Source: an optimization exercise on an open RTL-to-GDS flow (aim: a short achievable clock period and few clock cycles). Production flows keep margins and buffers that such runs may drop. The RTL was checked by simulation tests, not by an equivalence proof against the original design. No activity file was given, so power comes from the tool's default toggle rates.

<file path="design/flow/config.mk">
export PLATFORM = sky130hd
export DESIGN_NAME = cpu_top
export DESIGN_NICKNAME = cpu_top
export VERILOG_FILES = /design/flow/design.v
export SDC_FILE = /design/flow/constraint.sdc
export NUM_CORES = 4
export LEC_CHECK = 0
export CAP_MARGIN = 20
export CORE_MARGIN = 2
export CORE_UTILIZATION = 30
export PLACE_DENSITY = 0.4
export SLEW_MARGIN = 20
</file>
<file path="design/flow/design.v">
`timescale 1ns/10ps
`default_nettype none
package cpu_pkg;
	localparam int XLEN        = 32;
	localparam int REG_ADDR_W  = 5;
	localparam int NUM_REGS    = 32;
	localparam int LINK_REG    = 31;
	localparam int PC_W        = 12;
	localparam int DMEM_ADDR_W = 8;
	localparam int DMEM_WORDS_W = 6;
	localparam int OPCODE_W    = 5;
	localparam int SHAMT_W     = 5;
	localparam int ALU_OP_W    = 5;
	localparam int IMM_W       = 17;
	localparam int TARGET_W    = 27;
	localparam logic [OPCODE_W-1:0] OP_ALU  = 5'd0;
	localparam logic [OPCODE_W-1:0] OP_J    = 5'd1;
	localparam logic [OPCODE_W-1:0] OP_BNE  = 5'd2;
	localparam logic [OPCODE_W-1:0] OP_JAL  = 5'd3;
	localparam logic [OPCODE_W-1:0] OP_JR   = 5'd4;
	localparam logic [OPCODE_W-1:0] OP_ADDI = 5'd5;
	localparam logic [OPCODE_W-1:0] OP_BLT  = 5'd6;
	localparam logic [OPCODE_W-1:0] OP_SW   = 5'd7;
	localparam logic [OPCODE_W-1:0] OP_LW   = 5'd8;
	localparam logic [ALU_OP_W-1:0] ALU_ADD = 5'd0;
	localparam logic [ALU_OP_W-1:0] ALU_SUB = 5'd1;
	localparam logic [ALU_OP_W-1:0] ALU_AND = 5'd2;
	localparam logic [ALU_OP_W-1:0] ALU_OR  = 5'd3;
	localparam logic [ALU_OP_W-1:0] ALU_SLL = 5'd4;
	localparam logic [ALU_OP_W-1:0] ALU_SRA = 5'd5;
	typedef struct packed {
		logic [OPCODE_W-1:0]   opcode;
		logic [REG_ADDR_W-1:0] rd;
		logic [REG_ADDR_W-1:0] rs;
		logic [REG_ADDR_W-1:0] rt;
		logic [SHAMT_W-1:0]    shamt;
		logic [ALU_OP_W-1:0]   aluop;
		logic [1:0]            unused;
	} r_fmt_t;
	typedef struct packed {
		logic [OPCODE_W-1:0]   opcode;
		logic [REG_ADDR_W-1:0] rd;
		logic [REG_ADDR_W-1:0] rs;
		logic [IMM_W-1:0]      imm;
	} i_fmt_t;
	typedef struct packed {
		logic [OPCODE_W-1:0] opcode;
		logic [TARGET_W-1:0] target;
	} j_fmt_t;
	typedef union packed {
		r_fmt_t r;
		i_fmt_t i;
		j_fmt_t j;
	} instr_t;
	localparam instr_t INSTR_NOP = '0;
endpackage
`default_nettype wire
`timescale 1ns/10ps
`default_nettype none
import cpu_pkg::*;
module alu (
	input  wire  [XLEN-1:0]      a,
	input  wire  [XLEN-1:0]      b,
	input  wire  [ALU_OP_W-1:0]  op,
	input  wire  [SHAMT_W-1:0]   shamt,
	output logic [XLEN-1:0]      result
);
	always_comb begin
		case (op)
			ALU_ADD: begin
				result = a + b;
			end
			ALU_SUB: begin
				result = a - b;
			end
			ALU_AND: begin
				result = a & b;
			end
			ALU_OR: begin
				result = a | b;
			end
			ALU_SLL: begin
				result = a << shamt;
			end
			ALU_SRA: begin
				result = $signed(a) >>> shamt;
			end
			default: begin
				result = '0;
			end
		endcase
	end
endmodule
`default_nettype wire
`timescale 1ns/10ps
`default_nettype none
import cpu_pkg::*;
module reg_file (
	input  wire                    clock,
	input  wire                    arst_n,
	input  wire  [REG_ADDR_W-1:0]  rd_idx_a,
	input  wire  [REG_ADDR_W-1:0]  rd_idx_b,
	output logic [XLEN-1:0]        rd_val_a,
	output logic [XLEN-1:0]        rd_val_b,
	input  wire                    wb_en,
	input  wire  [REG_ADDR_W-1:0]  wb_reg,
	input  wire  [XLEN-1:0]        wb_data
);
	logic [XLEN-1:0] regs [NUM_REGS];
	logic            wr_live;
	assign wr_live = wb_en && (wb_reg != '0);
	always_ff @(posedge clock or negedge arst_n) begin
		if (!arst_n) begin
			for (int i = 0; i < NUM_REGS; i++) begin
				regs[i] <= '0;
			end
		end else if (wr_live) begin
			regs[wb_reg] <= wb_data;
		end
	end
	assign rd_val_a = (wr_live && (wb_reg == rd_idx_a)) ? wb_data : regs[rd_idx_a];
	assign rd_val_b = (wr_live && (wb_reg == rd_idx_b)) ? wb_data : regs[rd_idx_b];
endmodule
`default_nettype wire
`timescale 1ns/10ps
`default_nettype none
import cpu_pkg::*;
module fetch_stage (
	input  wire              clock,
	input  wire              arst_n,
	input  wire              stall,
	input  wire              redirect,
	input  wire  [PC_W-1:0]  redirect_pc,
	output logic [PC_W-1:0]  imem_addr,
	input  wire  [XLEN-1:0]  imem_data,
	output cpu_pkg::instr_t        ifid_instr,
	output logic [PC_W-1:0]  ifid_pc_next
);
	logic [PC_W-1:0] pc;
	logic [PC_W-1:0] pc_plus1;
	logic            advance;
	assign pc_plus1  = pc + 1'b1;
	assign imem_addr = pc;
	assign advance = redirect || !stall;
	always_ff @(posedge clock or negedge arst_n) begin
		if (!arst_n) begin
			pc <= '0;
		end else if (redirect) begin
			pc <= redirect_pc;
		end else if (advance) begin
			pc <= pc_plus1;
		end
	end
	always_ff @(posedge clock or negedge arst_n) begin
		if (!arst_n) begin
			ifid_instr   <= INSTR_NOP;
			ifid_pc_next <= '0;
		end else if (advance) begin
			ifid_instr   <= redirect ? INSTR_NOP : imem_data;
			ifid_pc_next <= pc_plus1;
		end
	end
endmodule
`default_nettype wire
`timescale 1ns/10ps
`default_nettype none
import cpu_pkg::*;
module decode_stage (
	input  wire                    clock,
	input  wire                    arst_n,
	input  cpu_pkg::instr_t        ifid_instr,
	input  wire  [PC_W-1:0]        ifid_pc_next,
	input  wire                    redirect,
	input  wire                    wb_en,
	input  wire  [REG_ADDR_W-1:0]  wb_reg,
	input  wire  [XLEN-1:0]        wb_data,
	output logic                   stall,
	output logic [PC_W-1:0]        id_ex_pc_next,
	output cpu_pkg::instr_t        id_ex_instr,
	output logic [XLEN-1:0]        id_ex_rs_val,
	output logic [XLEN-1:0]        id_ex_rd_val,
	output logic [XLEN-1:0]        id_ex_imm,
	output logic [REG_ADDR_W-1:0]  id_ex_b_idx
);
	logic [OPCODE_W-1:0]   op;
	logic [REG_ADDR_W-1:0] b_idx;
	logic [XLEN-1:0]       rs_val;
	logic [XLEN-1:0]       b_val;
	logic [XLEN-1:0]       imm;
	logic                  uses_rs;
	logic                  uses_b;
	logic                  load_in_ex;
	assign op = ifid_instr.i.opcode;
	always_comb begin
		case (op)
			OP_BNE, OP_BLT, OP_JR, OP_SW: b_idx = ifid_instr.i.rd;
			default:                      b_idx = ifid_instr.r.rt;
		endcase
	end
	always_comb begin
		case (op)
			OP_ADDI, OP_LW, OP_SW, OP_BNE, OP_BLT:
				imm = {{(XLEN-IMM_W){ifid_instr.i.imm[IMM_W-1]}}, ifid_instr.i.imm};
			OP_J, OP_JAL:
				imm = {{(XLEN-TARGET_W){1'b0}}, ifid_instr.j.target};
			default:
				imm = '0;
		endcase
	end
	reg_file u_reg_file (
		.clock    (clock),
		.arst_n   (arst_n),
		.rd_idx_a (ifid_instr.i.rs),
		.rd_idx_b (b_idx),
		.rd_val_a (rs_val),
		.rd_val_b (b_val),
		.wb_en    (wb_en),
		.wb_reg   (wb_reg),
		.wb_data  (wb_data)
	);
	assign uses_rs = (op == OP_ALU) || (op == OP_ADDI) || (op == OP_LW) ||
		(op == OP_BNE) || (op == OP_BLT) || (op == OP_SW);
	assign uses_b  = (op == OP_ALU) || (op == OP_BNE) || (op == OP_BLT) || (op == OP_JR);
	assign load_in_ex = (id_ex_instr.i.opcode == OP_LW) && (id_ex_instr.i.rd != '0);
	assign stall = load_in_ex &&
		((uses_rs && (id_ex_instr.i.rd == ifid_instr.i.rs)) ||
		 (uses_b && (id_ex_instr.i.rd == b_idx)));
	always_ff @(posedge clock or negedge arst_n) begin
		if (!arst_n) begin
			id_ex_pc_next <= '0;
			id_ex_instr   <= INSTR_NOP;
			id_ex_rs_val  <= '0;
			id_ex_rd_val  <= '0;
			id_ex_imm     <= '0;
			id_ex_b_idx   <= '0;
		end else if (stall || redirect) begin
			id_ex_pc_next <= '0;
			id_ex_instr   <= INSTR_NOP;
			id_ex_rs_val  <= '0;
			id_ex_rd_val  <= '0;
			id_ex_imm     <= '0;
			id_ex_b_idx   <= '0;
		end else begin
			id_ex_pc_next <= ifid_pc_next;
			id_ex_instr   <= ifid_instr;
			id_ex_rs_val  <= rs_val;
			id_ex_rd_val  <= b_val;
			id_ex_imm     <= imm;
			id_ex_b_idx   <= b_idx;
		end
	end
endmodule
`default_nettype wire
`timescale 1ns/10ps
`default_nettype none
import cpu_pkg::*;
module execute_stage (
	input  wire                    clock,
	input  wire                    arst_n,
	input  wire  [PC_W-1:0]        id_ex_pc_next,
	input  cpu_pkg::instr_t        id_ex_instr,
	input  wire  [XLEN-1:0]        id_ex_rs_val,
	input  wire  [XLEN-1:0]        id_ex_rd_val,
	input  wire  [XLEN-1:0]        id_ex_imm,
	input  wire  [REG_ADDR_W-1:0]  id_ex_b_idx,
	output logic [PC_W-1:0]        ex_mem_pc_next,
	output cpu_pkg::instr_t        ex_mem_instr,
	output logic [XLEN-1:0]        ex_mem_alu_result,
	output logic [XLEN-1:0]        ex_mem_store_data,
	input  wire                    wb_en,
	input  wire  [REG_ADDR_W-1:0]  wb_reg,
	input  wire  [XLEN-1:0]        wb_data,
	output logic                   redirect,
	output logic [PC_W-1:0]        redirect_pc
);
	logic [OPCODE_W-1:0] op;
	logic                mem_fwd;
	logic                use_imm;
	logic                bne_taken;
	logic                blt_taken;
	logic [XLEN-1:0]     opnd_a;
	logic [XLEN-1:0]     opnd_b_reg;
	logic [XLEN-1:0]     opnd_b;
	logic [XLEN-1:0]     alu_out;
	logic [ALU_OP_W-1:0] alu_code;
	assign op = id_ex_instr.i.opcode;
	assign mem_fwd = ((ex_mem_instr.i.opcode == OP_ALU) || (ex_mem_instr.i.opcode == OP_ADDI))
		&& (ex_mem_instr.i.rd != '0);
	always_comb begin
		opnd_a = id_ex_rs_val;
		if (wb_en && (wb_reg == id_ex_instr.i.rs)) opnd_a = wb_data;
		if (mem_fwd && (ex_mem_instr.i.rd == id_ex_instr.i.rs)) opnd_a = ex_mem_alu_result;
		opnd_b_reg = id_ex_rd_val;
		if (wb_en && (wb_reg == id_ex_b_idx)) opnd_b_reg = wb_data;
		if (mem_fwd && (ex_mem_instr.i.rd == id_ex_b_idx)) opnd_b_reg = ex_mem_alu_result;
	end
	assign use_imm  = (op == OP_ADDI) || (op == OP_LW) || (op == OP_SW);
	assign opnd_b   = use_imm ? id_ex_imm : opnd_b_reg;
	assign alu_code = use_imm ? ALU_ADD : id_ex_instr.r.aluop;
	alu u_alu (
		.a      (opnd_a),
		.b      (opnd_b),
		.op     (alu_code),
		.shamt  (id_ex_instr.r.shamt),
		.result (alu_out)
	);
	assign bne_taken = (op == OP_BNE) && (opnd_b_reg != opnd_a);
	assign blt_taken = (op == OP_BLT) && ($signed(opnd_b_reg) < $signed(opnd_a));
	assign redirect = (op == OP_J) || (op == OP_JAL) || (op == OP_JR) || bne_taken || blt_taken;
	always_comb begin
		case (op)
			OP_J, OP_JAL: redirect_pc = id_ex_imm[PC_W-1:0];
			OP_JR:        redirect_pc = opnd_b_reg[PC_W-1:0];
			default:      redirect_pc = id_ex_pc_next + id_ex_imm[PC_W-1:0];
		endcase
	end
	always_ff @(posedge clock or negedge arst_n) begin
		if (!arst_n) begin
			ex_mem_pc_next    <= '0;
			ex_mem_instr      <= INSTR_NOP;
			ex_mem_alu_result <= '0;
			ex_mem_store_data <= '0;
		end else begin
			ex_mem_pc_next    <= id_ex_pc_next;
			ex_mem_instr      <= id_ex_instr;
			ex_mem_alu_result <= alu_out;
			ex_mem_store_data <= opnd_b_reg;
		end
	end
endmodule
`default_nettype wire
`timescale 1ns/10ps
`default_nettype none
import cpu_pkg::*;
module memory_stage (
	input  wire                     clock,
	input  wire                     arst_n,
	input  wire  [PC_W-1:0]         ex_mem_pc_next,
	input  cpu_pkg::instr_t        ex_mem_instr,
	input  wire  [XLEN-1:0]         ex_mem_alu_result,
	input  wire  [XLEN-1:0]         ex_mem_store_data,
	output logic                    store_en,
	output logic [DMEM_ADDR_W-1:0]  store_addr,
	output logic [XLEN-1:0]         store_data,
	output logic                    wb_en,
	output logic [REG_ADDR_W-1:0]   wb_reg,
	output logic [XLEN-1:0]         wb_data
);
	logic [XLEN-1:0]        dmem [0:2**DMEM_WORDS_W-1];
	logic [OPCODE_W-1:0]    op;
	logic [DMEM_ADDR_W-1:0] mem_idx;
	logic [XLEN-1:0]        load_data;
	logic [REG_ADDR_W-1:0]  dest;
	logic                   writes;
	logic [XLEN-1:0]        result;
	assign op      = ex_mem_instr.i.opcode;
	assign mem_idx = ex_mem_alu_result[DMEM_ADDR_W-1:0];
	assign store_en   = (op == OP_SW);
	assign store_addr = mem_idx;
	assign store_data = (wb_en && (wb_reg == ex_mem_instr.i.rd)) ? wb_data : ex_mem_store_data;
	always_ff @(posedge clock) begin
		if (store_en) begin
			dmem[mem_idx[DMEM_WORDS_W-1:0]] <= store_data;
		end
	end
	assign load_data = dmem[mem_idx[DMEM_WORDS_W-1:0]];
	assign writes = (op == OP_ALU) || (op == OP_ADDI) || (op == OP_LW) || (op == OP_JAL);
	assign dest   = (op == OP_JAL) ? REG_ADDR_W'(LINK_REG) : ex_mem_instr.i.rd;
	assign result = (op == OP_LW)  ? load_data :
	                (op == OP_JAL) ? {{(XLEN-PC_W){1'b0}}, ex_mem_pc_next} :
	                ex_mem_alu_result;
	always_ff @(posedge clock or negedge arst_n) begin
		if (!arst_n) begin
			wb_en   <= 1'b0;
			wb_reg  <= '0;
			wb_data <= '0;
		end else begin
			wb_en   <= writes && (dest != '0);
			wb_reg  <= dest;
			wb_data <= result;
		end
	end
endmodule
`default_nettype wire
`timescale 1ns/10ps
`default_nettype none
import cpu_pkg::*;
module cpu_top (
	input  wire                     clock,
	input  wire                     arst_n,
	output logic [PC_W-1:0]         imem_addr,
	input  wire  [XLEN-1:0]         imem_data,
	output logic                    wb_en,
	output logic [REG_ADDR_W-1:0]   wb_reg,
	output logic [XLEN-1:0]         wb_data,
	output logic                    store_en,
	output logic [DMEM_ADDR_W-1:0]  store_addr,
	output logic [XLEN-1:0]         store_data
);
	logic            stall;
	logic            redirect;
	logic [PC_W-1:0] redirect_pc;
	cpu_pkg::instr_t       ifid_instr;
	logic [PC_W-1:0] ifid_pc_next;
	logic [PC_W-1:0]       id_ex_pc_next;
	cpu_pkg::instr_t       id_ex_instr;
	logic [XLEN-1:0]       id_ex_rs_val;
	logic [XLEN-1:0]       id_ex_rd_val;
	logic [XLEN-1:0]       id_ex_imm;
	logic [REG_ADDR_W-1:0] id_ex_b_idx;
	logic [PC_W-1:0]       ex_mem_pc_next;
	cpu_pkg::instr_t       ex_mem_instr;
	logic [XLEN-1:0]       ex_mem_alu_result;
	logic [XLEN-1:0]       ex_mem_store_data;
	fetch_stage u_fetch (
		.clock        (clock),
		.arst_n       (arst_n),
		.stall        (stall),
		.redirect     (redirect),
		.redirect_pc  (redirect_pc),
		.imem_addr    (imem_addr),
		.imem_data    (imem_data),
		.ifid_instr   (ifid_instr),
		.ifid_pc_next (ifid_pc_next)
	);
	decode_stage u_decode (
		.clock        (clock),
		.arst_n       (arst_n),
		.ifid_instr   (ifid_instr),
		.ifid_pc_next (ifid_pc_next),
		.redirect     (redirect),
		.wb_en        (wb_en),
		.wb_reg       (wb_reg),
		.wb_data      (wb_data),
		.stall        (stall),
		.id_ex_pc_next     (id_ex_pc_next),
		.id_ex_instr       (id_ex_instr),
		.id_ex_rs_val      (id_ex_rs_val),
		.id_ex_rd_val      (id_ex_rd_val),
		.id_ex_imm         (id_ex_imm),
		.id_ex_b_idx       (id_ex_b_idx)
	);
	execute_stage u_execute (
		.clock        (clock),
		.arst_n       (arst_n),
		.id_ex_pc_next     (id_ex_pc_next),
		.id_ex_instr       (id_ex_instr),
		.id_ex_rs_val      (id_ex_rs_val),
		.id_ex_rd_val      (id_ex_rd_val),
		.id_ex_imm         (id_ex_imm),
		.id_ex_b_idx       (id_ex_b_idx),
		.ex_mem_pc_next    (ex_mem_pc_next),
		.ex_mem_instr      (ex_mem_instr),
		.ex_mem_alu_result (ex_mem_alu_result),
		.ex_mem_store_data (ex_mem_store_data),
		.wb_en        (wb_en),
		.wb_reg       (wb_reg),
		.wb_data      (wb_data),
		.redirect     (redirect),
		.redirect_pc  (redirect_pc)
	);
	memory_stage u_memory (
		.clock        (clock),
		.arst_n       (arst_n),
		.ex_mem_pc_next    (ex_mem_pc_next),
		.ex_mem_instr      (ex_mem_instr),
		.ex_mem_alu_result (ex_mem_alu_result),
		.ex_mem_store_data (ex_mem_store_data),
		.store_en     (store_en),
		.store_addr   (store_addr),
		.store_data   (store_data),
		.wb_en        (wb_en),
		.wb_reg       (wb_reg),
		.wb_data      (wb_data)
	);
endmodule
`default_nettype wire
</file>
<file path="design/flow/run.sh">
#!/bin/bash
# synth_recipe.tcl (not shown) runs the flow's synth.tcl, then flattens the netlist and writes it again
# the make line also repeats each setting of config.mk as NAME=value (left out here)
make -C /OpenROAD-flow-scripts/flow DESIGN_CONFIG=/design/flow/config.mk WORK_HOME=/design/flow/orfs CLKGATE_MAP_FILE= SYNTH_SCRIPT=/design/flow/synth_recipe.tcl finish
</file>
<file path="design/flow/constraint.sdc">
create_clock -name core_clock -period 7.5 [get_ports {clock}]
set_input_delay 1.5000 -clock core_clock [delete_from_list [all_inputs] [get_ports {clock}]]
set_output_delay 1.5000 -clock core_clock [all_outputs]
set_load 0.01 [all_outputs]
</file>
==> results.cfg <==
[synth]
synth.area.top_cells = edfxtp_1 (42%), dfrtp_1 (23%), mux2_2 (8.0%)
seq_area_frac_synth_pct = 65.39
synth_compound_area_share_pct = 15.84
synthAdderAreaFrac_pct = 0.8863
yosys.area.top_type = edfxtp_1
synth_xor_area_share_pct = 0.7175
synthSimpleGateAreaFrac_pct = 4.632
syn-instance-count = 10220
synth_top_family_by_area = compound AO/OA/AOI/OAI gates
yosysWarnings = 7
avgSynthCellArea_um2 = 14.21
synth_edf_count = 2048
synth_common_cells = edfxtp_1 (2048), dfrtp_1 (1338), mux2_2 (1038)
ys_types = 98
syn_area_mm2 = 0.1453
yosysMostFrequentCell = edfxtp_1
syn_nets = 10340
synth_top_area_share_pct = 42.34
ys_ff_latch = 3386
ys.flop_type = edfxtp_1
async_reset_ff_share_pct = 39.52
synthMuxAreaShare_pct = 9.829

[final_layout]
areaGrowthSynthToFinish_pct = 17.19
fillCellCount = 46320
largest_register_ff_count = 2048
regArea_mm2 = 0.09500
final_nets = 10460
drive_above_1_share_pct = 23.60
multi_input_area_mm2 = 0.04794

[power_and_ir_drop]
leakagePower_nw = 62.92
ir_worst_vdd_uv = 323.2
powerDensity_mw_per_mm2 = 411.0

[setup_path]
critPathCaptureType = register
critPathTopFamily = compound AO/OA/AOI/OAI gates
critPathLaunch = u_execute.ex_mem_instr[23]
path_buf_inv = 1
crit_arrival_ns = 7.45
r2r_setup_slack_ns = 0.92
start_kind = register
crit_type = register to register
r2r_start = u_execute.ex_mem_instr[23]
crit_top_cell = o21ai_0
r2r_cells = 23
crit_required_ns = 8.37
cp_slowest_cell = or4_4
cpPeakStageDelay_ns = 0.61
crit_fanout = 10
rr_endpoint = u_execute.ex_mem_alu_result[31]
cp_cell_sequence = or4_4 -> nor2_4 -> nor2_2 -> a21oi_2 -> a221o_1 -> ha_1 -> nand3_1 -> nor4_2 -> buf_4 -> a21oi_1 -> xor2_1 -> ha_1 -> nand2_1 -> o21ai_0 -> a31oi_1 -> and2_0 -> a311o_1 -> o21ai_0 -> a41oi_1 -> o2bb2ai_1 -> o21ai_0 -> xnor2_1 -> a211o_1

[sta]
fmax_ghz = 0.1520
finalCritPeriodShare_pct = 87.73
maxSlewHeadroom_pct = 13.31
finalHoldViolCount = 0
fin_skew_ns = 0.1249
timing.hold.ws_ns = 0.4031
fin_crit_ns = 6.580
setup_violations = 0
rsz0062_at_grt = no
worst_slew_pin_slew_ns = 1.295
finalSetupTns_ns = 0
finalMaxSlewViolations = 0

[min_path]
whs_endpoint = u_decode.u_reg_file.regs[0][7]
whs_path_depth = 0
min_path_type = register to register
min_from = u_decode.u_reg_file.regs[0][7]

[grt]
grt_usage_pct = 28.48
antenna_found_initial = 55
grt_pass1_vias = 102400
grt_pass1_wl_mm = 959.7
grt_overflow = 0
grt_max_degree = 140

[detailed_routing]
drc = 0
first_pass_iters = 9
num_vias = 106300
vias_per_cell = 6.210
ant_nets = 0
routedWlPerCell_um = 42.12
first_iter_violations = 15470
wirelength_mm = 721.4

[clocking]
clock_latency_ns = 1.01
root_buffer = clkbuf_16
clock_sinks = 3386
htreeDepth = 5
numCtsBuffers = 390
cts_resized = 0
ctsHoldBuffers = 0
post-cts-setup-buffer-count = 0
cts_tree = built
cts.path.max_buffers = 4
clk_pin_slew_ns = 0.06

[die]
die_y_um = 699.9
rows = 255
io-pin-count = 125
initial_core_util_pct = 30.11
core_mm2 = 0.4824
die_x_um = 699.9
fp.dieArea_mm2 = 0.4898

[outcome]
status = timing/DRC/antenna clean

[place]
gp_congestion = 0.9349
portBuffers = 124
post-dp-hpwl_mm = 439.9

[job]
cap_violations = 0
==> worst reg2reg max path, stage by stage (launching register included) <==
cell	delay (ns)
dfrtp_1	0.47
or4_4	0.61
nor2_4	0.16
nor2_2	0.12
a21oi_2	0.60
a221o_1	0.47
ha_1	0.25
nand3_1	0.21
nor4_2	0.35
buf_4	0.18
a21oi_1	0.07
xor2_1	0.20
ha_1	0.38
nand2_1	0.10
o21ai_0	0.23
a31oi_1	0.11
and2_0	0.19
a311o_1	0.33
o21ai_0	0.38
a41oi_1	0.24
o2bb2ai_1	0.21
o21ai_0	0.21
xnor2_1	0.09
a211o_1	0.29
==> report_power, final <==
group          total, W  leakage, nW  switching (W)  internal, W
Sequential       0.0257         37.2        0.00242       0.0233
Clock            0.0196         6.30        0.00827       0.0113
Combinational    0.0247         19.4         0.0177      0.00699
==> layout make-up <==
cell class	count	area share (%)
multi-input cells	5838	28.16
clock buffers	505	6.251
clock inverters	214	1.316
diodes	26	0.03822
repair buffers	660	3.546
inverters	71	0.1566
flip-flops and latches	3386	55.81
well taps	6425	4.723
==> layer usage <==
layer / up-vias / wire length (µm) / global-route usage, %
met1: 57410 / 312900 / 40.23
met4: 24 / 31390 / 10.49
li1: 41310 / - / -
met3: 1401 / 64510 / 6.721
met2: 6194 / 312400 / 42.43
met5: - / 234 / 0.1569
==> worst max-delay path by stage <==
stage / to / depth (start not counted)
2_1_floorplan: u_execute.ex_mem_alu_result[31] / 23
3_3_place_gp: u_decode.id_ex_rs_val[23] / 20
3_5_place_dp: u_decode.id_ex_imm[5] / 18
4_1_cts: u_decode.id_ex_imm[13] / 18
5_1_grt: u_execute.ex_mem_alu_result[31] / 20
6_report: u_execute.ex_mem_alu_result[31] / 23
==> layout by cell type, fill, tap and decap left out, drive strengths merged, types with 27 or more instances in the layout <==
cell           instances
o21ai                194
buf                  535
nand2b                28
nand2                341
nor3                  69
nand3                108
a21o                  46
maj3                  27
clkdlybuf4s50        123
a222oi                71
clkinv               149
and3                  38
edfxtp              2048
a22o                 460
and2                  69
bufinv                37
xor2                  53
a21oi                276
dfrtp               1338
a221oi               488
clkbuf               506
nor4                  69
mux2                1039
a31oi                205
a211oi                29
inv                   87
o21a                  35
nand4                204
ha                    78
o211ai                46
a22oi                972
nor2                 357
mux4                  62
mux2i                118
o32ai                 33
o221ai                30
xnor2                 66
==> logic make-up (layout without fill, tap and decap cells) <==
family,count (synthesis),count (layout)
adder cells (fa/ha/maj),107,107
multiplexers,1219,1219
XOR/XNOR,119,119
buffers and inverters,999,1450
AO/OA/AOI/OAI,3027,3027
AND/OR/NAND/NOR,1366,1366
flip-flops,3386,3386
other,0,26
==> through the flow <==
step                      total power [W]  util, %  cells  cell area, µm²  setup slack, ns
after global routing              0.07183    35.27  17100          170200           0.4546
after CTS                         0.06947    35.25  17100          170000           0.9309
after global placement            0.04977    32.54  16370          157000           0.6979
after floorplan                   0.03666        -  10220          145300            2.120
final                             0.06996    35.29  17130          170200           0.9199
after detailed placement          0.04986    32.58  16380          157200           0.9717
Testbench counts, summed over its fixed seeds: cycles 24,142.

-- re-timing with driven ports --
The flow's constraints put no driver on any port. The routed layout listed below was extracted and timed again, unchanged, in two steps.
Step 1 assumes that a clkbuf_16 drives the clock port and a buf_2 every other input.
Step 2 moves the port delays by t, midway between the first and last clock arrival at a register: inputs arrive t later, outputs are due t later. That takes back most of the time a late clock gives input paths.
a / b / c = ideal ports / drivers / drivers and shift; a / b = the first two.
t (ns): 1.076
setup WS [ns]: 0.920 / 0.920 / 0.920
worst setup path after step 2: register to register
pins driven straight from the clock port: 1
After both steps setup and hold are still met in this run. For this run, drivers alone change the setup slack by 0.000 ns; drivers and shift together by 0.000 ns.
